Source: an optimization exercise on an open RTL-to-GDS flow (aim: small area). Production flows keep margins and buffers that such runs may drop. Function was checked by simulation only, so behaviour that the tests miss may differ from the original. Power is estimated from default activity; no workload was simulated.

==> flow/design.v (outline; a module is shown in full before it is edited, if it fits) <==
// module lk_hp_upd: 433 lines
// module lk_lp_upd: 401 lines
// module lk_mul_sat: 541 lines
// module lk_sub_sat: 79 lines
// module lk_add_sat: 65 lines
// module lk_neg_sat: 62 lines
// module lockin_top: 177 lines
module lockin_top (
    input  logic                  clk,
    input  logic                  rst,
    input  lockin_pkg::sample_t   i_in1,
    input  lockin_pkg::sample_t   i_in2,
    input  lockin_pkg::bus_word_t i_sys_addr,
    input  lockin_pkg::bus_word_t i_sys_wdata,
    input  logic                  i_sys_wen,
    input  logic                  i_sys_ren,
    output lockin_pkg::sample_t   o_out1,
    output lockin_pkg::sample_t   o_out2,
    output lockin_pkg::sample_t   o_osc1,
    output lockin_pkg::sample_t   o_osc2,
    output lockin_pkg::bus_word_t o_sys_rdata,
    output logic                  o_sys_err,
    output logic                  o_sys_ack
);
  // ...
==> flow/run.sh <==
#!/bin/bash
# synth_recipe.tcl (not shown) runs the flow's synth.tcl, then flattens the netlist and writes it again
# the make line also repeats each setting of config.mk as NAME=value (left out here)
make -C /OpenROAD-flow-scripts/flow DESIGN_CONFIG=/design/flow/config.mk WORK_HOME=/design/flow/orfs CLKGATE_MAP_FILE= SYNTH_SCRIPT=/design/flow/synth_recipe.tcl finish
==> flow/config.mk <==
export PLATFORM = sky130hd
export DESIGN_NAME = lockin_top
export DESIGN_NICKNAME = lockin_top
export VERILOG_FILES = /design/flow/design.v
export SDC_FILE = /design/flow/constraint.sdc
export NUM_CORES = 4
export LEC_CHECK = 0
export CAP_MARGIN = 20
export CORE_MARGIN = 2
export CORE_UTILIZATION = 40
export CTS_BUF_LIST = sky130_fd_sc_hd__clkbuf_8
export CTS_CLUSTER_DIAMETER = 60
export CTS_CLUSTER_SIZE = 12
export SLEW_MARGIN = 20
==> flow/constraint.sdc <==
create_clock -name core_clock -period 10.5 [get_ports {clk}]
set_input_delay 2.1000 -clock core_clock [delete_from_list [all_inputs] [get_ports {clk}]]
set_output_delay 2.1000 -clock core_clock [all_outputs]
set_load 0.01 [all_outputs]
==> run summary, run 1 <==
- Top FF cell, synth: dfrtp_1
- Count of max-cap constraint violations: 0
- Cell count of the worst reg-to-reg path: 32
- Share of the final layout cell area in sequential cells: 21.4%
- Simple logic cell fraction of the synthesized area: 14.2%
- Diodes inserted: 0
- Worst stage delay on the critical path: 0.49 ns
- Fin worst setup slack: 0.523 ns
- Count of non-filler cells in the finished layout: 3,393
- Share of the synthesized netlist area taken by xor and xnor gates: 6.66%
- Tapcells: 756
- Worst Setup Start Kind: flip-flop
- Peak ir drop on the vdd network: 0.259 mV
- Number of clock sinks: 226
- Antenna violations before repair: 3
- Power in sequential cells: 1610 µW
- Routed length on met1: 34,900 µm
- Required time of the critical path: 11.01 ns
- Setup repair after global routing missed its margin: no
- Part of the power in registers: 23.0%
- Largest registers: hacc (34), lacc (34)
- CP delay by family, top: adder cells
- Multi-input gate share of total cell area: 61.2%
- Internal power: 3540 µW
- Post-Place Setup Slack: 0.335 ns
- Kind of end point of the critical path: flip-flop
- Most frequent standard cell in the layout excluding fill and tap cells: nand2_1
- Clock buffer count from CTS: 27
- Clk pwr share: 10.3%
- Height of the die: 242 µm
- Repair and plain buffers: 231
- Clock skew: 0.0512 ns
- Hold path depth: 1
- Sw power: 3440 µW
- Synthesized instance count: 2,538
- Worst min-delay path class: reg2reg
- Top power group: combinational cells
- Result of the run: timing/DRC/antenna clean
- Area after detailed placement: 0.0252 mm²
- Maximum number of pins on one net before global-route repair: 141
- CP Data Arrival Time: 10.48 ns
- Clock Network Area Fraction: 2.30%
- Worst setup path start: lacc[7]$_DFF_PP0_
==> run 2, diff against run 1 <==
--- a/flow/config.mk
+++ b/flow/config.mk
@@ -5,10 +5,12 @@
 export SDC_FILE = /design/flow/constraint.sdc
 export NUM_CORES = 4
 export LEC_CHECK = 0
+export ABC_AREA = 1
 export CAP_MARGIN = 20
 export CORE_MARGIN = 2
-export CORE_UTILIZATION = 40
+export CORE_UTILIZATION = 60
 export CTS_BUF_LIST = sky130_fd_sc_hd__clkbuf_8
 export CTS_CLUSTER_DIAMETER = 60
 export CTS_CLUSTER_SIZE = 12
+export PLACE_DENSITY = 0.7
 export SLEW_MARGIN = 20
==> run 2 against run 1 <==
  * Critical path type unchanged
  * Worst hold slack improved by 0.040 ns
  * Synthesized area decreased by 1.0%
  * Highest routed layer unchanged
  * Critical endpoint unchanged
  * Clock-buffer cell count increased by 3
  * Sequential share of layout area increased by 0.67 points
  * Register-to-register slack improved by 0.08 ns
==> run summary, run 2 <==
- Result of the run: timing/DRC/antenna clean
- First-pass GRT wire length: 124,000 µm
- Fin worst setup slack: 0.598 ns (+0.0756 ns)
- Most frequent cells after synthesis: nand2_1, inv_1, o21ai_0
- X dimension of the die: 198 µm
- Height of the die: 198 µm (-18%)
- Drc violations: 0
- Maximum number of pins on one net before global-route repair: 131 (-7.1%)
- Pre-Repair DR Iteration Count: 9
- Final layout net count: 3,379
- Top FF cell, synth: dfrtp_1
- Pwr Density: 143 mW/mm²
- Synthesized instance count: 2,944 (+16%)
- Clock tree from TritonCTS: built
- Worst Setup Start Kind: flip-flop
- Largest registers: hacc (34), lacc (34)
- CP delay by family, top: adder cells
- Std cell rows: 70
- Depth of the CTS H-tree: 1
- Worst min-delay path class: reg2reg
- Net Count, Synth: 3,304
- Clock skew: 0.0384 ns (-0.0128 ns)
- Required time of the critical path: 10.99 ns (-0.02 ns)
- Relative slew slack: 24.4%
- Combined area of the multi-input logic cells: 0.0146 mm²
- Peak ir drop on the vdd network: 0.400 mV (+55%)
- Flip-flop and latch count after synthesis: 226
- Sw power: 1580 µW (-54%)
- Via/cell ratio: 6.31
- Hold-fix buffers at CTS: 0
- Leakage component of the power: 0.0118 µW
- Proportion of synthesized chip area in sequential cells: 24.5%
- I/O pins: 186
- Vias in the first global route: 21,523
- Part of the power in registers: 29.6% (+6.6 points)
- Relative area change from synthesis to final layout: 11.1%
- Port-buffer cells: 172
- Clock latency of the later-clocked register in the worst-skew pair: 0.66 ns
- Part of the power in combinational logic: 49.1%
- Final critical-path required period: 9.90 ns
- Final Max Slew Viols: 0
- Placed wire-length estimate after detailed placement: 64,300 µm
- Routed wirelength normalized by instance count: 23.3 µm
- Least-Margin Pin Slew: 1.13 ns
- Post CTS Setup Buffer Count: 0
- Clk pwr share: 21.3% (+11 points)
- Switching fraction of total power: 44.3%
- Worst stage delay on the critical path: 0.52 ns (+0.03 ns)
- CP Data Arrival Time: 10.39 ns (-0.09 ns)
- Type of the setup path with the least slack: reg2reg
- Worst Path Max Fanout: 8
- Storage element area: 0.00552 mm²
- Clock slew seen by the registers of the worst setup and hold paths: 0.09 ns
- Total detailed-routing wirelength: 81,800 µm
- Clock buffer count from CTS: 29 (+7.4%)
- Syn_area_per_cell: 7.64 µm²
- Cell seen most often among critical-path stages: fa_1
- CTS root buffer: clkbuf_8
- Die area: 0.0391 mm²
- Final GP Congestion: 1.11
- Total Routing Usage GR: 42.4%
- Post-synthesis cell type with the largest combined area: dfrtp_1
- Via count of the routed design: 22,164
- Share of synthesized registers carrying an async set or reset: 87.6%
- Top-count cell post-synth: nand2_1
- Count of max-cap constraint violations: 0 (unchanged)
- Fill cell total of the finished layout: 3,089
- Post-synth EDFFs: 0
- Highest attainable clock frequency: 101 MHz
- Worst path buffer plus inverter count: 6
- Proportion of layout cells with a drive suffix above 1: 5.89%
- Internal power: 1990 µW (-44%)
- Period utilization: 94.3%
- Residual overflow from global routing: 0
- Total setup violations reported at the end of the flow: 0
- Clock tree buffer depth: 3
- Synthesis Warnings: 1
- Number of hold violations in the final report: 0
- Remaining number of nets flagged by the antenna check after routing: 0
- Post-Place Setup Slack: 0.424 ns (+0.0890 ns)
- Post-cts repair resize count: 0
- Starting DRT DRC Count: 3,028
- Most frequent cells in the layout: nand2_1, inv_1, o21ai_0
- Fraction of post-synthesis cell area in the top cell type by area: 21.8%
- Core ar.: 0.0368 mm²
- Area of the mapped netlist: 0.0225 mm²
- Number of clock sinks: 226 (unchanged)
- Most frequent standard cell in the layout excluding fill and tap cells: nand2_1
- Antenna violations before repair: 6 (+3)
- Cell with the biggest individual delay on the critical path: fa_1
- Overall power of the completed layout: 3560 µW
- Kind of end point of the critical path: flip-flop
- Starting density of the core: 61.2%
- Area contributors post-synth: dfrtp_1, fa_1, nand2_1
- Cell variety after synth: 63
## run 2: cell count changes after synthesis, sizes merged, moves of 57 or more
cell	delta
a222oi	-69
o22ai	+88
mux2i	-61
inv	+257
nand3	+96
o21ai	+162
xor2	+57
mux2	-79
xnor2	-99
nand2	+346
## run 2: kinds of logic (layout without fill, tap and decap cells)
group | Yosys count | in the layout | synth area share, %
and+or+nand+nor | 1019 | 1019 | 19.9
DFF | 226 | 226 | 24.5
xor gates and xnor gates | 131 | 131 | 5.13
adders and majority gates | 264 | 264 | 20.7
other | 2 | 6 | 0.0334
muxes | 10 | 10 | 0.445
AOI/OAI and AO/OA | 678 | 678 | 18.6
buffers and inverters | 614 | 711 | 10.7
## run 2: power by group through the flow
stage          Clock (µW)  Combinational, µW  Sequential [µW]
6_report              760               1750             1050
5_1_grt               797               1990             1060
4_1_cts               764               1720             1050
3_5_place_dp            0               1690             1070
3_3_place_gp            0               1610             1060
2_1_floorplan           0               1300             1010
## run 2: layer usage
layer	GRT usage, %	wire, µm	up-vias
met4	22.1	5580	6
met1	55.9	31900	10483
met3	10.4	9320	351
li1	-	-	9887
met5	1.28	86	-
met2	64.7	34900	1437
## run 2: cell type report
class / count / share of cell area, %
Multi-Input combinational cell: 2104 / 58.4
Inverter: 467 / 7.05
Tap cell: 468 / 2.34
Sequential cell: 226 / 22.1
Antenna cell: 4 / 0.0401
Clock inverter: 21 / 0.836
Timing Repair Buffer: 191 / 7.48
Clock buffer: 32 / 1.76
## run 2: path summary, 6_finish.rpt
check | from | to | slack (ns) | cells past startpoint
max reg2reg | lacc[3]$_DFF_PP0_ | lacc[29]$_DFF_PP0_ | 0.60 | 51
min in group asynchronous | rst | gain_q[2]$_DFF_PP0_ | 2.05 | 2
max | lacc[3]$_DFF_PP0_ | lacc[29]$_DFF_PP0_ | 0.60 | 51
max in group asynchronous | rst | lacc[13]$_DFF_PP0_ | 6.91 | 3
min reg2reg | sb_q[2]$_DFFE_PP0P_ | sb_q[2]$_DFFE_PP0P_ | 0.50 | 2
min | sb_q[2]$_DFFE_PP0P_ | sb_q[2]$_DFFE_PP0P_ | 0.50 | 2
## run 2: worst reg2reg max path: cells and delay by family (launching register included)
family | cells | cell delay, ns
compound gates | 3 | 0.33
simple gates | 27 | 2.45
fa+ha+maj | 15 | 6.11
buf+inv | 6 | 0.49
flops | 1 | 0.38
## run 2: metrics by stage
step | cells | area [µm²] | hold slack (ns) | TNS (ns) | util (%)
finish | 3513 | 25000 | 0.497 | 0 | 67.9
global route | 3509 | 25000 | 0.536 | -0.0114 | 67.9
CTS | 3509 | 25000 | 0.499 | 0 | 67.8
detailed placement | 3456 | 24300 | 0.479 | 0 | 66.1
global placement | 3455 | 24300 | 0.465 | 0 | 66.0
floorplan | 2944 | 22500 | 0.414 | 0 | -
==> run 3, diff against run 2 <==
==> flow/flow/run.sh (new file) <==
#!/bin/bash
# Standard layout, except that the port buffers are the smallest buffer cell.
set -o pipefail
export BUFFER_PORTS_ARGS="-buffer_cell sky130_fd_sc_hd__buf_1"
bash standard.sh 2>&1 | tee standard.log
==> flow/standard.sh (new file) <==
#!/bin/bash
# synth_recipe.tcl (not shown) runs the flow's synth.tcl, then flattens the netlist and writes it again
# the make line also repeats each setting of config.mk as NAME=value (left out here)
make -C /OpenROAD-flow-scripts/flow DESIGN_CONFIG=/design/flow/config.mk WORK_HOME=/design/flow/orfs CLKGATE_MAP_FILE= SYNTH_SCRIPT=/design/flow/synth_recipe.tcl "${@:-finish}"
removed: flow/run.sh
==> run 3 against run 2 <==
  * Worst hold slack improved by 0.0032 ns
  * First-iteration DRC count decreased by 14%
  * Register-to-register slack improved by 0.08 ns
  * Non-clock buffer count decreased by 2
  * Cell area decreased by 5.0%
  * Synthesized cell count unchanged
  * Largest power group unchanged
  * Combinational power about the same
  * Clock-buffer cell count decreased by 3
  * Sequential cell count unchanged
  * Clock skew decreased by 0.016 ns
  * Die area unchanged
  * Routed wire length increased by 0.73%
  * Critical path type unchanged
  * Still clean
==> run summary, run 3 <==
- Clock skew: 0.0229 ns (-0.0155 ns)
- Proportion of layout cells with a drive suffix above 1: 5.54% (-0.35 points)
- Placed wire-length estimate after detailed placement: 64,900 µm (+0.96%)
- First-pass GRT wire length: 125,000 µm (+0.17%)
- Final GP Congestion: 1.06 (-4.6%)
- Flip-flop and latch count after synthesis: 226 (unchanged)
- Maximum number of pins on one net before global-route repair: 132 (+0.76%)
- Clock buffer count from CTS: 27 (-6.9%)
- Peak ir drop on the vdd network: 0.394 mV (-1.5%)
- Most frequent standard cell in the layout excluding fill and tap cells: nand2_1
- Core ar.: 0.0368 mm² (unchanged)
- CTS root buffer: clkbuf_8
- Worst Setup Start Kind: flip-flop
- Cell seen most often among critical-path stages: fa_1
- Vias in the first global route: 21,246 (-1.3%)
- Number of hold violations in the final report: 0 (unchanged)
- Overall power of the completed layout: 3400 µW (-4.5%)
- Fraction of post-synthesis cell area in the top cell type by area: 21.8% (unchanged)
- Post-cts repair resize count: 0 (unchanged)
- Internal power: 1860 µW (-6.3%)
- Net Count, Synth: 3,304 (unchanged)
- Largest registers: hacc (34), lacc (34)
- Starting DRT DRC Count: 2,597 (-14%)
- Result of the run: timing/DRC/antenna clean
- Worst min-delay path class: reg2reg
- X dimension of the die: 198 µm (unchanged)
- Pwr Density: 143 mW/mm² (+0.57%)
- Clk pwr share: 18.7% (-2.6 points)
- Post-synthesis cell type with the largest combined area: dfrtp_1
- Combined area of the multi-input logic cells: 0.0146 mm² (-0.14%)
- Final critical-path required period: 9.83 ns (-0.0767 ns)
- Switching fraction of total power: 45.3% (+1.1 points)
- Clock latency of the later-clocked register in the worst-skew pair: 0.64 ns (-0.02 ns)
- Top FF cell, synth: dfrtp_1
- Post-synth EDFFs: 0 (unchanged)
- Highest attainable clock frequency: 102 MHz (+0.78%)
- Area contributors post-synth: dfrtp_1, fa_1, nand2_1
- Height of the die: 198 µm (unchanged)
- Most frequent cells after synthesis: nand2_1, inv_1, o21ai_0
- Clock tree buffer depth: 3 (unchanged)
- Final Max Slew Viols: 0 (unchanged)
- Residual overflow from global routing: 0 (unchanged)
- Share of synthesized registers carrying an async set or reset: 87.6% (unchanged)
- Depth of the CTS H-tree: 1 (unchanged)
- Hold-fix buffers at CTS: 0 (unchanged)
- Count of max-cap constraint violations: 0 (unchanged)
- Clock tree from TritonCTS: built
- Drc violations: 0 (unchanged)
- Number of clock sinks: 226 (unchanged)
- Starting density of the core: 61.2% (unchanged)
- Pre-Repair DR Iteration Count: 8 (-1)
- Top-count cell post-synth: nand2_1
- I/O pins: 186 (unchanged)
- Worst stage delay on the critical path: 0.54 ns (+0.02 ns)
- Storage element area: 0.00552 mm² (unchanged)
- Period utilization: 93.6% (-0.73 points)
- Cell with the biggest individual delay on the critical path: fa_1
- Synthesis Warnings: 1 (unchanged)
- Final TNS setup: 0 ns (unchanged)
- Part of the power in registers: 30.7% (+1.1 points)
- Leakage component of the power: 0.0112 µW (-4.3%)
- Via count of the routed design: 22,041 (-0.55%)
- Std cell rows: 70 (unchanged)
- Kind of end point of the critical path: flip-flop
- Least-Margin Pin Slew: 1.11 ns (-0.0236 ns)
- CP Data Arrival Time: 10.31 ns (-0.08 ns)
- Worst Path Max Fanout: 5 (-3)
- Die area: 0.0391 mm² (unchanged)
- Relative slew slack: 25.9% (+1.5 points)
- Sw power: 1540 µW (-2.2%)
- Required time of the critical path: 10.98 ns (about the same)
- Setup repair after global routing missed its margin: no
- Routed wirelength normalized by instance count: 23.5 µm (+0.99%)
- Clock slew seen by the registers of the worst setup and hold paths: 0.09 ns (about the same)
- Area of the mapped netlist: 0.0225 mm² (unchanged)
- Part of the power in combinational logic: 50.6% (+1.5 points)
- Port-buffer cells: 172 (unchanged)
- Syn_area_per_cell: 7.64 µm² (unchanged)
- Final layout net count: 3,375 (-0.12%)
- Post CTS Setup Buffer Count: 0 (unchanged)
- Total Routing Usage GR: 42.5% (+0.11 points)
- Cell variety after synth: 63 (unchanged)
- Type of the setup path with the least slack: reg2reg
- Via/cell ratio: 6.29 (-0.30%)
- Most frequent cells in the layout: nand2_1, inv_1, o21ai_0
- Remaining number of nets flagged by the antenna check after routing: 0 (unchanged)
- Synthesized instance count: 2,944 (unchanged)
- Total setup violations reported at the end of the flow: 0 (unchanged)
- Total detailed-routing wirelength: 82,400 µm (+0.73%)
- Antenna violations before repair: 4 (-2)
- Proportion of synthesized chip area in sequential cells: 24.5% (unchanged)
- Fill cell total of the finished layout: 3,311 (+7.2%)
- Relative area change from synthesis to final layout: 5.47%
run 3: path summary, 6_finish.rpt:
path	end	cells after the start	slack, ns	startpoint
min reg2reg	hpt_q[1]$_DFFE_PP0P_	2	0.50	hpt_q[1]$_DFFE_PP0P_
max in group asynchronous	lacc[10]$_DFF_PP0_	3	7.29	rst
max	lacc[29]$_DFF_PP0_	45	0.67	lacc[3]$_DFF_PP0_
min in group asynchronous	sb_q[4]$_DFFE_PP0P_	2	1.69	rst
max reg2reg	lacc[29]$_DFF_PP0_	45	0.67	lacc[3]$_DFF_PP0_
min	hpt_q[1]$_DFFE_PP0P_	2	0.50	hpt_q[1]$_DFFE_PP0P_
run 3: cell type report:
type | instances | share of cell area [%]
inverter | 467 | 7.42
tap | 468 | 2.47
timing repair buffer | 189 | 3.26
antenna | 1 | 0.0105
clock buffer | 29 | 1.68
sequential | 226 | 23.3
multi-input combinational | 2104 | 61.4
clock inverter | 20 | 0.490
run 3: worst max-delay path, delay by kind of cell (launching register included):
| family | cells | cell delay [ns] |
|---|---|---|
| mux | 1 | 0.28 |
| simple gates | 23 | 2.06 |
| fa+ha+maj | 14 | 5.91 |
| compound gates | 4 | 0.75 |
| flops | 1 | 0.39 |
| buf+inv | 3 | 0.26 |
run 3: metal layers:
layer	GRT usage [%]	wire length, µm
met5	1.28	72
met4	21.5	5010
met3	9.01	9050
met1	56.7	32700
met2	65.5	35600
run 3: power groups by stage:
stage	registers (µW)	logic (µW)	clock network [µW]
finish	1050	1720	635
global route	1050	1980	669
CTS	1040	1690	641
detailed placement	1060	1670	0
global placement	1060	1590	0
floorplan	1010	1300	0
run 3: kinds of logic after synthesis:
family                     after synthesis  synth area share (%)
muxes                                   10                 0.445
AOI/OAI and AO/OA                      678                  18.6
and+or+nand+nor                       1019                  19.9
other                                    2                0.0334
buffers and inverters                  614                  10.7
adders and majority gates              264                  20.7
xor gates and xnor gates               131                  5.13
DFF                                    226                  24.5
run 3: stage by stage:
| stage | cell area, µm² | utilization, % | std cells | worst slack, ns | hold slack (ns) |
|---|---|---|---|---|---|
| 2_1_floorplan | 22500 | - | 2944 | 1.57 | 0.414 |
| 3_3_place_gp | 23200 | 63.1 | 3454 | 0.900 | 0.473 |
| 3_5_place_dp | 23200 | 63.1 | 3454 | 0.634 | 0.477 |
| 4_1_cts | 23700 | 64.5 | 3503 | 0.624 | 0.500 |
| 5_1_grt | 23700 | 64.5 | 3503 | 0.0777 | 0.528 |
| 6_report | 23700 | 64.5 | 3504 | 0.675 | 0.500 |
==> run 4, diff against run 3 <==
==> flow/config.mk (replaced) <==
export PLATFORM = sky130hd
export DESIGN_NAME = lockin_top
export DESIGN_NICKNAME = lockin_top
export VERILOG_FILES = /design/flow/design.v
export SDC_FILE = /design/flow/constraint.sdc
export NUM_CORES = 4
export LEC_CHECK = 0
export CAP_MARGIN = 20
export CORE_MARGIN = 2
export CORE_UTILIZATION = 40
export CTS_BUF_LIST = sky130_fd_sc_hd__clkbuf_8
export CTS_CLUSTER_DIAMETER = 60
export CTS_CLUSTER_SIZE = 12
export SLEW_MARGIN = 20
==> run 4 against run 3 <==
  * Largest cell class unchanged
  * Register-to-register slack got worse by 0.07 ns
  * Non-clock buffer count rose by 33
  * Clock-buffer cell count fell by 1
  * Critical endpoint unchanged
  * Via count fell by 6.1%
  * Largest power group unchanged
  * Combinational power rose to 2.7 times the previous value
==> run summary, run 4 <==
- Antenna violations before repair: 2 (-2)
- Total detailed-routing wirelength: 78,900 µm (-4.2%)
- Relative slew slack: 24.3% (-1.6 points)
- Area of the mapped netlist: 0.0227 mm² (+1.1%)
- Setup repair after global routing missed its margin: no
- Pwr Density: 280 mW/mm² (+95%)
- Leakage component of the power: 0.0105 µW (-6.6%)
- Final GP Congestion: 0.918 (-14%)
- Total Routing Usage GR: 26.3% (-16 points)
- Share of the synthesized netlist area taken by xor and xnor gates: 6.66% (+1.5 points)
- Height of the die: 242 µm (+23%)
- Most frequent cells after synthesis: nand2_1, inv_1, dfrtp_1
- Core ar.: 0.0563 mm² (+53%)
- Post CTS Setup Buffer Count: 0 (unchanged)
- Placed wire-length estimate after detailed placement: 60,200 µm (-7.2%)
- Worst min-delay path class: reg2reg
- Vias in the first global route: 20,159 (-5.1%)
- Simple logic cell fraction of the synthesized area: 14.2% (-5.6 points)
- Area after detailed placement: 0.0240 mm² (+3.5%)
- Starting DRT DRC Count: 2,611 (+0.54%)
- Cell with the biggest individual delay on the critical path: fa_1
- CP Data Arrival Time: 10.39 ns (+0.08 ns)
- Synthesized instance count: 2,538 (-14%)
- Clock latency of the later-clocked register in the worst-skew pair: 0.67 ns (+0.03 ns)
- Count of max-cap constraint violations: 0 (unchanged)
- Final layout net count: 2,966 (-12%)
- Post-synthesis mux area share: 7.43% (+7.0 points)
- Clock slew seen by the registers of the worst setup and hold paths: 0.09 ns (about the same)
- Depth of the CTS H-tree: 1 (unchanged)
- X dimension of the die: 242 µm (+23%)
- Die area: 0.0588 mm² (+50%)
- Post-synth EDFFs: 0 (unchanged)
- Port-buffer cells: 172 (unchanged)
- Cell seen most often among critical-path stages: fa_1
- Clock skew: 0.0746 ns (+0.0517 ns)
- Via/cell ratio: 6.11 (-2.8%)
- Top-count cell post-synth: nand2_1
- First-pass GRT wire length: 121,000 µm (-3.1%)
- Worst Path Max Fanout: 7 (+2)
- Overall power of the completed layout: 6880 µW (+100%)
- Net Count, Synth: 2,898 (-12%)
- Pre-Repair DR Iteration Count: 12 (+4)
- I/O pins: 186 (unchanged)
- Cell variety after synth: 84 (+33%)
- Proportion of layout cells with a drive suffix above 1: 8.11% (+2.6 points)
- Clock tree from TritonCTS: built
- Most frequent cells in the layout: nand2_1, inv_1, dfrtp_1
- Relative area change from synthesis to final layout: 8.24%
- Final Max Slew Viols: 0 (unchanged)
- Post-synthesis cell type with the largest combined area: dfrtp_1
- Number of hold violations in the final report: 0 (unchanged)
- Worst Setup Start Kind: flip-flop
- Final TNS setup: 0 ns (unchanged)
- Final critical-path required period: 9.89 ns (+0.0666 ns)
- CP delay by family, top: adder cells
- Kind of end point of the critical path: flip-flop
- Complex-gate fraction of the synthesized area: 19.5% (+0.94 points)
- Maximum number of pins on one net before global-route repair: 129 (-2.3%)
- Type of the setup path with the least slack: reg2reg
- Worst path buffer plus inverter count: 0 (-3)
- Synthesis Warnings: 1 (unchanged)
- Std cell rows: 87 (+24%)
- Combinational family with the most area after synthesis: adder cells
- Total setup violations reported at the end of the flow: 0 (unchanged)
- Residual overflow from global routing: 0 (unchanged)
- CTS root buffer: clkbuf_8
- Period utilization: 94.2% (+0.63 points)
- Largest registers: hacc (34), lacc (34)
- Syn_area_per_cell: 8.96 µm² (+17%)
- Clock buffer count from CTS: 26 (-3.7%)
- Flip-flop and latch count after synthesis: 226 (unchanged)
- Number of clock sinks: 226 (unchanged)
- Finished Cell Area: 0.0246 mm² (+3.7%)
- Result of the run: timing/DRC/antenna clean
- Least-Margin Pin Slew: 1.13 ns (+0.0223 ns)
- Synth Area in Adders: 21.0% (+0.36 points)
- Area contributors post-synth: dfrtp_1, fa_1, ha_1
- Most frequent standard cell in the layout excluding fill and tap cells: nand2_1
- Drc violations: 0 (unchanged)
- Proportion of synthesized chip area in sequential cells: 24.3% (-0.26 points)
- Starting density of the core: 40.4% (-21 points)
- Final cell utilization of the core: 43.7% (-21 points)
- Via count of the routed design: 20,691 (-6.1%)
- Top FF cell, synth: dfrtp_1
- Required time of the critical path: 11.00 ns (+0.02 ns)
- Routed wirelength normalized by instance count: 23.3 µm (-0.82%)
- Fraction of post-synthesis cell area in the top cell type by area: 21.6% (-0.23 points)
- Clock tree buffer depth: 3 (unchanged)
- Peak ir drop on the vdd network: 0.372 mV (-5.8%)
- Share of synthesized registers carrying an async set or reset: 87.6% (unchanged)
- Remaining number of nets flagged by the antenna check after routing: 0 (unchanged)
- Highest attainable clock frequency: 101 MHz (-0.67%)
- Worst stage delay on the critical path: 0.53 ns (about the same)
==> run 4: cell types whose count changed after synthesis, sizes merged, moves of 88 or more <==
cell	change
inv	-257
nand2	-346
nand3	-96
o21ai	-162
o22ai	-88
xnor2	+99
==> run 4: final cells by class <==
cell class | instances | area [µm²]
inverter | 208 | 788
tap | 756 | 946
multi-input combinational | 1922 | 15800
sequential | 226 | 5520
clock inverter | 20 | 165
timing repair buffer | 222 | 1020
fill | 5569 | 31700
antenna | 3 | 7.51
clock buffer | 28 | 385
==> run 4: power breakdown <==
part / switching, µW / internal (µW)
logic: 2550 / 2040
clock network: 374 / 304
registers: 484 / 1130
total: 3410 / 3470
==> run 4: logic make-up (layout without fill, tap and decap cells) <==
logic type | after synthesis | after routing
buffers and inverters | 390 | 478
AOI/OAI and AO/OA | 637 | 637
other | 2 | 5
muxes | 154 | 154
xor gates and xnor gates | 173 | 173
DFF | 226 | 226
and+or+nand+nor | 679 | 679
adders and majority gates | 277 | 277
==> run 4: metal layers <==
metal | track usage [%] | vias to the layer above | wire length (µm) | share of wire [%]
met5 | 0.0817 | - | 0 | 0
met3 | 5.48 | 182 | 7280 | 9.2
met4 | 9.40 | 0 | 3090 | 3.9
li1 | - | 9246 | - | -
met1 | 36.5 | 10235 | 33900 | 43
met2 | 40.5 | 1028 | 34700 | 44
==> run 4: through the flow <==
step | setup WS, ns | hold WS (ns) | cells
after CTS | 0.505 | 0.452 | 3382
after floorplan | 1.21 | 0.364 | 2538
final | 0.608 | 0.451 | 3385
after global placement | 0.649 | 0.429 | 3334
after global routing | 0.0876 | 0.471 | 3384
after detailed placement | 0.531 | 0.424 | 3334
==> run 4: final timing paths <==
| check | from | to | slack [ns] | depth (start not counted) |
|---|---|---|---|---|
| setup reg to reg | lacc[7]$_DFF_PP0_ | lacc[29]$_DFF_PP0_ | 0.61 | 29 |
| setup / recovery | lacc[7]$_DFF_PP0_ | lacc[29]$_DFF_PP0_ | 0.61 | 29 |
| min in group asynchronous | rst | hpt_q[3]$_DFFE_PP0P_ | 1.68 | 2 |
| hold reg to reg | sig_d[0]$_DFF_P_ | rect_q[0]$_DFF_PP0_ | 0.45 | 1 |
| hold / removal | sig_d[0]$_DFF_P_ | rect_q[0]$_DFF_PP0_ | 0.45 | 1 |
| max in group asynchronous | rst | o_osc1[3]$_DFF_PP0_ | 7.30 | 3 |
==> run 4: timing repair <==
| item | in CTS | in global routing |
|---|---|---|
| endpoints found under the setup margin | 0 | 2 |
| hold buffers | 0 | 0 |
| resized for setup | 0 | 1 |
==> run 4: worst register-to-register path: cells and delay by family (launching register included) <==
family / cells / cell delay [ns]
flops: 1 / 0.47
mux: 2 / 0.77
compound gates: 7 / 1.64
simple gates: 6 / 0.91
fa+ha+maj: 14 / 6.00
==> module lockin_top, before the edit <==
module lockin_top (
    input  logic                  clk,
    input  logic                  rst,
    input  lockin_pkg::sample_t   i_in1,
    input  lockin_pkg::sample_t   i_in2,
    input  lockin_pkg::bus_word_t i_sys_addr,
    input  lockin_pkg::bus_word_t i_sys_wdata,
    input  logic                  i_sys_wen,
    input  logic                  i_sys_ren,
    output lockin_pkg::sample_t   o_out1,
    output lockin_pkg::sample_t   o_out2,
    output lockin_pkg::sample_t   o_osc1,
    output lockin_pkg::sample_t   o_osc2,
    output lockin_pkg::bus_word_t o_sys_rdata,
    output logic                  o_sys_err,
    output logic                  o_sys_ack
);
    logic [4:0]  sa_q, sb_q;
    logic [3:0]  o1s_q, o2s_q, hpt_q, lpt_q;
    logic        hpd_q, lpd_q;
    logic [13:0] off_q, gn_q;
    logic        page;       
    logic [5:0]  wi;         
    assign page = ~|i_sys_addr[19:8] & ~|i_sys_addr[1:0];
    assign wi   = i_sys_addr[7:2];
    logic wr;
    assign wr = i_sys_wen & page;
    always_ff @(posedge clk or posedge rst) begin
        if (rst) begin
            sa_q  <= 5'd1;
            sb_q  <= 5'd2;
            o1s_q <= '0;
            o2s_q <= '0;
            hpt_q <= '0;
            lpt_q <= '0;
            hpd_q <= 1'b0;
            lpd_q <= 1'b0;
            off_q <= '0;
            gn_q  <= '0;
        end else if (wr) begin
            case (wi)
                6'h00: sa_q  <= i_sys_wdata[4:0];
                6'h01: sb_q  <= i_sys_wdata[4:0];
                6'h04: o1s_q <= i_sys_wdata[3:0];
                6'h05: o2s_q <= i_sys_wdata[3:0];
                6'h14: hpt_q <= i_sys_wdata[3:0];
                6'h15: lpt_q <= i_sys_wdata[3:0];
                6'h16: off_q <= i_sys_wdata[13:0];
                6'h17: gn_q  <= i_sys_wdata[13:0];
                6'h18: hpd_q <= |i_sys_wdata;
                6'h19: lpd_q <= |i_sys_wdata;
                default: ;
            endcase
        end
    end
    logic [13:0] sig_d;           
    logic        run_q;           
    logic        hb_q;            
    logic [33:0] hacc;            
    logic        neg_q;           
    logic [13:0] rect_q;
    logic [33:0] lacc;            
    logic [13:0] sum_q, gain_q;
    logic [13:0] hdiff;
    logic [13:0] hp;
    lk_sub_sat hp_sub (.x(sig_d), .h(hacc[33:20]), .y(hdiff));
    always_comb begin
        if (!run_q)     hp = '0;
        else if (hb_q)  hp = sig_d;
        else            hp = hdiff;
    end
    logic [3:0]  hsh;
    logic [33:0] hacc_n;
    assign hsh = hpd_q ? 4'd0 : hpt_q;
    lk_hp_upd hp_upd (.a(hacc), .x(i_in1), .s(hsh), .y(hacc_n));
    logic        ref_neg;
    logic [13:0] rect_n, sig_neg;
    assign ref_neg = hp[13];
    lk_neg_sat sig_negate (.v(sig_d), .y(sig_neg));
    assign rect_n  = ref_neg ? sig_neg : sig_d;
    logic [33:0] lacc_n;
    lk_lp_upd lp_upd (.a(lacc), .x(rect_q), .s(lpt_q), .y(lacc_n));
    logic [13:0] sum_n;
    lk_add_sat sum_add (.x(lacc[33:20]), .h(off_q), .y(sum_n));
    logic [13:0] gain_n;
    lk_mul_sat gain_mul (.a(sum_q), .b(gn_q), .y(gain_n));
    always_ff @(posedge clk) sig_d <= i_in1;
    always_ff @(posedge clk or posedge rst) begin
        if (rst) begin
            run_q  <= 1'b0;
            hb_q   <= 1'b0;
            hacc   <= '0;
            neg_q  <= 1'b0;
            rect_q <= '0;
            lacc   <= '0;
            sum_q  <= '0;
            gain_q <= '0;
        end else begin
            run_q  <= 1'b1;
            hb_q   <= hpd_q;
            hacc   <= hacc_n;
            neg_q  <= ref_neg;
            rect_q <= rect_n;
            lacc   <= lpd_q ? {rect_q, 20'b0} : lacc_n;
            sum_q  <= sum_n;
            gain_q <= gain_n;
        end
    end
    logic [13:0] sign_t, lp_t;
    assign sign_t = {{13{neg_q}}, run_q};
    assign lp_t   = lacc[33:20];
    logic o1_a, o1_b, o1_g, o2_a, o2_b, o2_g;
    assign o1_a = (o1s_q == 4'd1);
    assign o1_b = (o1s_q == 4'd2);
    assign o1_g = (o1s_q == 4'd3);
    assign o2_a = (o2s_q == 4'd1);
    assign o2_b = (o2s_q == 4'd2);
    assign o2_g = (o2s_q == 4'd3);
    assign o_out1 = ({14{o1_a}} & i_in1) | ({14{o1_b}} & i_in2) | ({14{o1_g}} & gain_q);
    assign o_out2 = ({14{o2_a}} & i_in1) | ({14{o2_b}} & i_in2) | ({14{o2_g}} & gain_q);
    function automatic logic [13:0] scope_pick(input logic [4:0] sel, input logic [13:0] a,
                                               input logic [13:0] b, input logic [13:0] h,
                                               input logic [13:0] s, input logic [13:0] r,
                                               input logic [13:0] l, input logic [13:0] u,
                                               input logic [13:0] g);
        scope_pick = ({14{sel == 5'd1}} & a) | ({14{sel == 5'd2}} & b)
                   | ({14{sel == 5'd3}} & h) | ({14{sel == 5'd4}} & s)
                   | ({14{sel == 5'd5}} & r) | ({14{sel == 5'd6}} & l)
                   | ({14{sel == 5'd7}} & u) | ({14{sel == 5'd8}} & g);
    endfunction
    always_ff @(posedge clk or posedge rst) begin
        if (rst) begin
            o_osc1 <= '0;
            o_osc2 <= '0;
        end else begin
            o_osc1 <= scope_pick(sa_q, i_in1, i_in2, hp, sign_t, rect_q, lp_t, sum_q, gain_q);
            o_osc2 <= scope_pick(sb_q, i_in1, i_in2, hp, sign_t, rect_q, lp_t, sum_q, gain_q);
        end
    end
    logic [33:0] ra;     
    always_comb begin
        for (int k = 0; k < 34; k++) ra[k] = page && (wi == 6'(k));
    end
    logic r_in1, r_in2, r_gt;
    assign r_in1 = ra[6'h0a] | (ra[6'h0c] & o1_a) | (ra[6'h0d] & o2_a);
    assign r_in2 = ra[6'h0b] | (ra[6'h0c] & o1_b) | (ra[6'h0d] & o2_b);
    assign r_gt  = ra[6'h21] | (ra[6'h0c] & o1_g) | (ra[6'h0d] & o2_g);
    logic [13:0] rd_n;
    assign rd_n = ({14{r_in1}}     & i_in1)
                | ({14{r_in2}}     & i_in2)
                | ({14{r_gt}}      & gain_q)
                | ({14{ra[6'h12]}} & o_osc1)
                | ({14{ra[6'h13]}} & o_osc2)
                | ({14{ra[6'h16]}} & off_q)
                | ({14{ra[6'h17]}} & gn_q)
                | ({14{ra[6'h1c]}} & hp)
                | ({14{ra[6'h1d]}} & sign_t)
                | ({14{ra[6'h1e]}} & rect_q)
                | ({14{ra[6'h1f]}} & lp_t)
                | ({14{ra[6'h20]}} & sum_q)
                | ({9'b0,  {5{ra[6'h00]}} & sa_q})
                | ({9'b0,  {5{ra[6'h01]}} & sb_q})
                | ({10'b0, {4{ra[6'h04]}} & o1s_q})
                | ({10'b0, {4{ra[6'h05]}} & o2s_q})
                | ({10'b0, {4{ra[6'h14]}} & hpt_q})
                | ({10'b0, {4{ra[6'h15]}} & lpt_q})
                | ({13'b0, ra[6'h18] & hpd_q})
                | ({13'b0, ra[6'h19] & lpd_q});
    logic [13:0] rd_q;
    always_ff @(posedge clk) rd_q <= rd_n;
    assign o_sys_rdata = {{18{rd_q[13]}}, rd_q};
    always_ff @(posedge clk or posedge rst) begin
        if (rst) o_sys_ack <= 1'b0;
        else     o_sys_ack <= i_sys_wen | i_sys_ren;
    end
    assign o_sys_err = 1'b0;
endmodule
==> run 5, diff against run 4 <==
--- a/flow/design.v
+++ b/flow/design.v
@@ -1713,8 +1713,6 @@
             neg_q  <= 1'b0;
             rect_q <= '0;
             lacc   <= '0;
-            sum_q  <= '0;
-            gain_q <= '0;
         end else begin
             run_q  <= 1'b1;
             hb_q   <= hpd_q;
@@ -1722,10 +1720,12 @@
             neg_q  <= ref_neg;
             rect_q <= rect_n;
             lacc   <= lpd_q ? {rect_q, 20'b0} : lacc_n;
-            sum_q  <= sum_n;
-            gain_q <= gain_n;
         end
     end
+    always_ff @(posedge clk) begin
+        sum_q  <= sum_n;
+        gain_q <= gain_n;
+    end
     logic [13:0] sign_t, lp_t;
     assign sign_t = {{13{neg_q}}, run_q};
     assign lp_t   = lacc[33:20];
--- a/flow/config.mk
+++ b/flow/config.mk
@@ -5,10 +5,12 @@
 export SDC_FILE = /design/flow/constraint.sdc
 export NUM_CORES = 4
 export LEC_CHECK = 0
+export ABC_AREA = 1
 export CAP_MARGIN = 20
 export CORE_MARGIN = 2
-export CORE_UTILIZATION = 40
+export CORE_UTILIZATION = 60
 export CTS_BUF_LIST = sky130_fd_sc_hd__clkbuf_8
 export CTS_CLUSTER_DIAMETER = 60
 export CTS_CLUSTER_SIZE = 12
+export PLACE_DENSITY = 0.7
 export SLEW_MARGIN = 20
==> run 5 against run 4 <==
  * Maximum frequency is 0.45% higher
  * Routed wire length is 8.9% higher
  * Non-clock buffer count shrank 23
  * Total power decreased by 3.1%
  * Critical path type unchanged
  * Largest cell class unchanged
  * Highest routed layer is now met5
==> run summary, run 5 <==
- Result of the run: timing/DRC/antenna clean
- Worst stage delay on the critical path: 0.52 ns (about the same)
- Relative area change from synthesis to final layout: 6.07%
- Height of the die: 197 µm (-19%)
- Relative slew slack: 22.6% (-1.6 points)
- Drc violations: 0 (unchanged)
- Starting density of the core: 61.2% (+21 points)
- Post-synthesis cell type with the largest combined area: dfrtp_1
- Clock tree buffer depth: 3 (unchanged)
- I/O pins: 186 (unchanged)
- Most frequent cells in the layout: nand2_1, inv_1, o21ai_0
- Least-Margin Pin Slew: 1.15 ns (+0.0219 ns)
- Clock skew: 0.0222 ns (-0.0524 ns)
- Proportion of layout cells with a drive suffix above 1: 6.12% (-2.0 points)
- Type of the setup path with the least slack: reg2reg
- Synthesis Warnings: 1 (unchanged)
- Final Max Slew Viols: 0 (unchanged)
- Via count of the routed design: 22,576 (+9.1%)
- Depth of the CTS H-tree: 1 (unchanged)
- Cell with the biggest individual delay on the critical path: fa_1
- Post-cts repair resize count: 0 (unchanged)
- Post CTS Setup Buffer Count: 0 (unchanged)
- Highest attainable clock frequency: 102 MHz (+0.45%)
- Total detailed-routing wirelength: 86,000 µm (+8.9%)
- Most congested layer reported by global routing: met2
- Vias in the first global route: 21,712 (+7.7%)
- Antenna violations before repair: 4 (+2)
- Synthesized instance count: 2,967 (+17%)
- Most frequent standard cell in the layout excluding fill and tap cells: nand2_1
- Clock tree from TritonCTS: built
- Pre-Repair DR Iteration Count: 7 (-5)
- Area after detailed placement: 0.0232 mm² (-3.4%)
- Total Routing Usage GR: 44.7% (+18 points)
- Via/cell ratio: 6.38 (+4.3%)
- Area contributors post-synth: dfrtp_1, fa_1, nand2_1
- Worst Setup Start Kind: flip-flop
- Cell variety after synth: 66 (-21%)
- Number of hold violations in the final report: 0 (unchanged)
- Finished Cell Area: 0.0238 mm² (-3.3%)
- Required time of the critical path: 11.03 ns (+0.03 ns)
- Largest registers: hacc (34), lacc (34)
- Share of synthesized registers carrying an async set or reset: 75.2% (-12 points)
- Net Count, Synth: 3,327 (+15%)
- Post-synth EDFFs: 0 (unchanged)
- Leakage component of the power: 0.0111 µW (+5.4%)
- Clock buffer count from CTS: 29 (+12%)
- Routed wirelength normalized by instance count: 24.3 µm (+4.1%)
- Starting DRT DRC Count: 2,812 (+7.7%)
- Diodes inserted: 0 (-3)
- Setup repair after global routing missed its margin: no
- First-pass GRT wire length: 130,000 µm (+7.4%)
- Area of the mapped netlist: 0.0224 mm² (-1.3%)
- Peak ir drop on the vdd network: 0.406 mV (+9.4%)
- Final critical-path required period: 9.85 ns (-0.0442 ns)
- Clock latency of the later-clocked register in the worst-skew pair: 0.65 ns (-0.02 ns)
- Kind of end point of the critical path: flip-flop
- Core ar.: 0.0367 mm² (-35%)
- CP Data Arrival Time: 10.37 ns (-0.02 ns)
- GR met2 Demand/Resource: 64.0% (+23 points)
- Placed wire-length estimate after detailed placement: 68,100 µm (+13%)
- Clock slew seen by the registers of the worst setup and hold paths: 0.09 ns (about the same)
- Hold-fix buffers at CTS: 0 (unchanged)
- Count of max-cap constraint violations: 0 (unchanged)
- Top-count cell post-synth: nand2_1
- Residual overflow from global routing: 0 (unchanged)
- Remaining number of nets flagged by the antenna check after routing: 0 (unchanged)
- Fraction of post-synthesis cell area in the top cell type by area: 18.7% (-2.8 points)
- Period utilization: 93.8% (-0.42 points)
- Most frequent cells after synthesis: nand2_1, inv_1, o21ai_0
- Worst min-delay path class: reg2reg
- Worst Path Max Fanout: 8 (+1)
- Syn_area_per_cell: 7.56 µm² (-16%)
- X dimension of the die: 197 µm (-19%)
- Top FF cell, synth: dfrtp_1
- Flip-flop and latch count after synthesis: 226 (unchanged)
- Final layout net count: 3,410 (+15%)
- Port-buffer cells: 172 (unchanged)
- Die area: 0.0390 mm² (-34%)
- Met1 capacity usage during global routing: 61.2% (+25 points)
- Std cell rows: 70 (-20%)
- Proportion of synthesized chip area in sequential cells: 24.0% (-0.31 points)
- Final TNS setup: 0 ns (unchanged)
- Pwr Density: 280 mW/mm² (+0.21%)
- Maximum number of pins on one net before global-route repair: 61 (-53%)
- Final GP Congestion: 1.07 (+17%)
- Number of clock sinks: 226 (unchanged)
- Grt met3 use: 15.7% (+10 points)
- CTS root buffer: clkbuf_8
- Cell seen most often among critical-path stages: fa_1
- Total setup violations reported at the end of the flow: 0 (unchanged)
-- run 5: layout make-up --
cell class / instances / area [µm²]
inverter: 451 / 1700
multi-input combinational: 2143 / 14700
clock inverter: 23 / 149
tap: 468 / 586
fill: 3173 / 12900
timing repair buffer: 199 / 848
clock buffer: 31 / 427
sequential: 226 / 5380
-- run 5: final timing paths --
check	start	endpoint	slack (ns)	cells after the start
hold / removal	hpt_q[0]$_DFFE_PP0P_	hpt_q[0]$_DFFE_PP0P_	0.49	2
setup reg to reg	lacc[5]$_DFF_PP0_	lacc[29]$_DFF_PP0_	0.65	49
setup / recovery	lacc[5]$_DFF_PP0_	lacc[29]$_DFF_PP0_	0.65	49
min in group asynchronous	rst	o_sys_ack$_DFF_PP0_	1.53	2
hold reg to reg	hpt_q[0]$_DFFE_PP0P_	hpt_q[0]$_DFFE_PP0P_	0.49	2
max in group asynchronous	rst	lpt_q[3]$_DFFE_PP0P_	7.68	3
-- run 5: cell families after synthesis --
kind of cell | count (synthesis) | synth area share (%)
simple gates | 1076 | 21.3
compound gates | 661 | 17.8
buf+inv | 598 | 10.6
fa+ha+maj | 264 | 20.7
flops | 226 | 24.0
xor+xnor | 132 | 5.18
mux | 8 | 0.357
other cells | 2 | 0.0335
-- run 5: metrics by stage --
step	power, µW	cells	hold slack [ns]	util, %	setup WS, ns
after global placement	5620	3487	0.474	63.3	0.873
after global routing	7340	3541	0.518	64.9	0.0678
after CTS	6570	3541	0.492	64.8	0.569
after floorplan	4730	2967	0.448	-	1.54
final	6670	3541	0.492	64.9	0.653
after detailed placement	5850	3487	0.473	63.3	0.623
-- run 5: routing by layer --
metal | vias to the layer above | routed length (µm)
li1 | 9962 | -
met1 | 10661 | 33700
met2 | 1646 | 34800
met3 | 297 | 12900
met4 | 10 | 4510
met5 | - | 66
-- run 5: where the power goes --
part           total [µW]  internal [µW]  switching [µW]
registers            1550           1130             417
logic                4440           1700            2740
clock network         687            286             400
total                6670           3110            3560
-- run 5: critical path: cells and delay by family (launching register included) --
| kind | cells | cell delay (ns) |
|---|---|---|
| AO/OA/AOI/OAI | 3 | 0.46 |
| buffers and inverters | 7 | 0.53 |
| AND/OR/NAND/NOR | 24 | 2.53 |
| flip-flops | 1 | 0.40 |
| adder cells (fa/ha/maj) | 14 | 5.65 |
| multiplexers | 1 | 0.14 |

## port drivers added, routing unchanged
The flow's constraints put no driver on any port. The routed layouts listed below were extracted and timed again, unchanged, in two steps. Step 1, drivers: a clkbuf_16 drives clk and a buf_2 each remaining input, both assumed. Step 2 also shifts input and output timing later by t, the mid clock arrival at the registers, as if the neighbouring blocks saw the same clock. Three values: no drivers, after step 1, after step 2; two values: the first two.
run	shift t [ns]	setup WS [ns]	clock arrival spread, ns	worst slew at a driven data input, ns	pins driven straight from the clock port
run 1	0.688	0.523 / 0.523 / 0.269	0.052 / 0.052	0.06	1
run 2	0.695	0.598 / 0.598 / 0.598	0.038 / 0.038	0.06	1
run 3	0.678	0.675 / 0.675 / 0.675	0.023 / 0.023	0.06	1
run 4	0.689	0.608 / 0.608 / 0.544	0.075 / 0.076	0.11	1
run 5	0.691	0.653 / 0.653 / 0.653	0.028 / 0.028	0.05	1
After both steps every run listed still meets setup and hold. The setup slack of run 1, which loses most, moves by 0.000 ns with the drivers and by -0.254 ns with both steps.
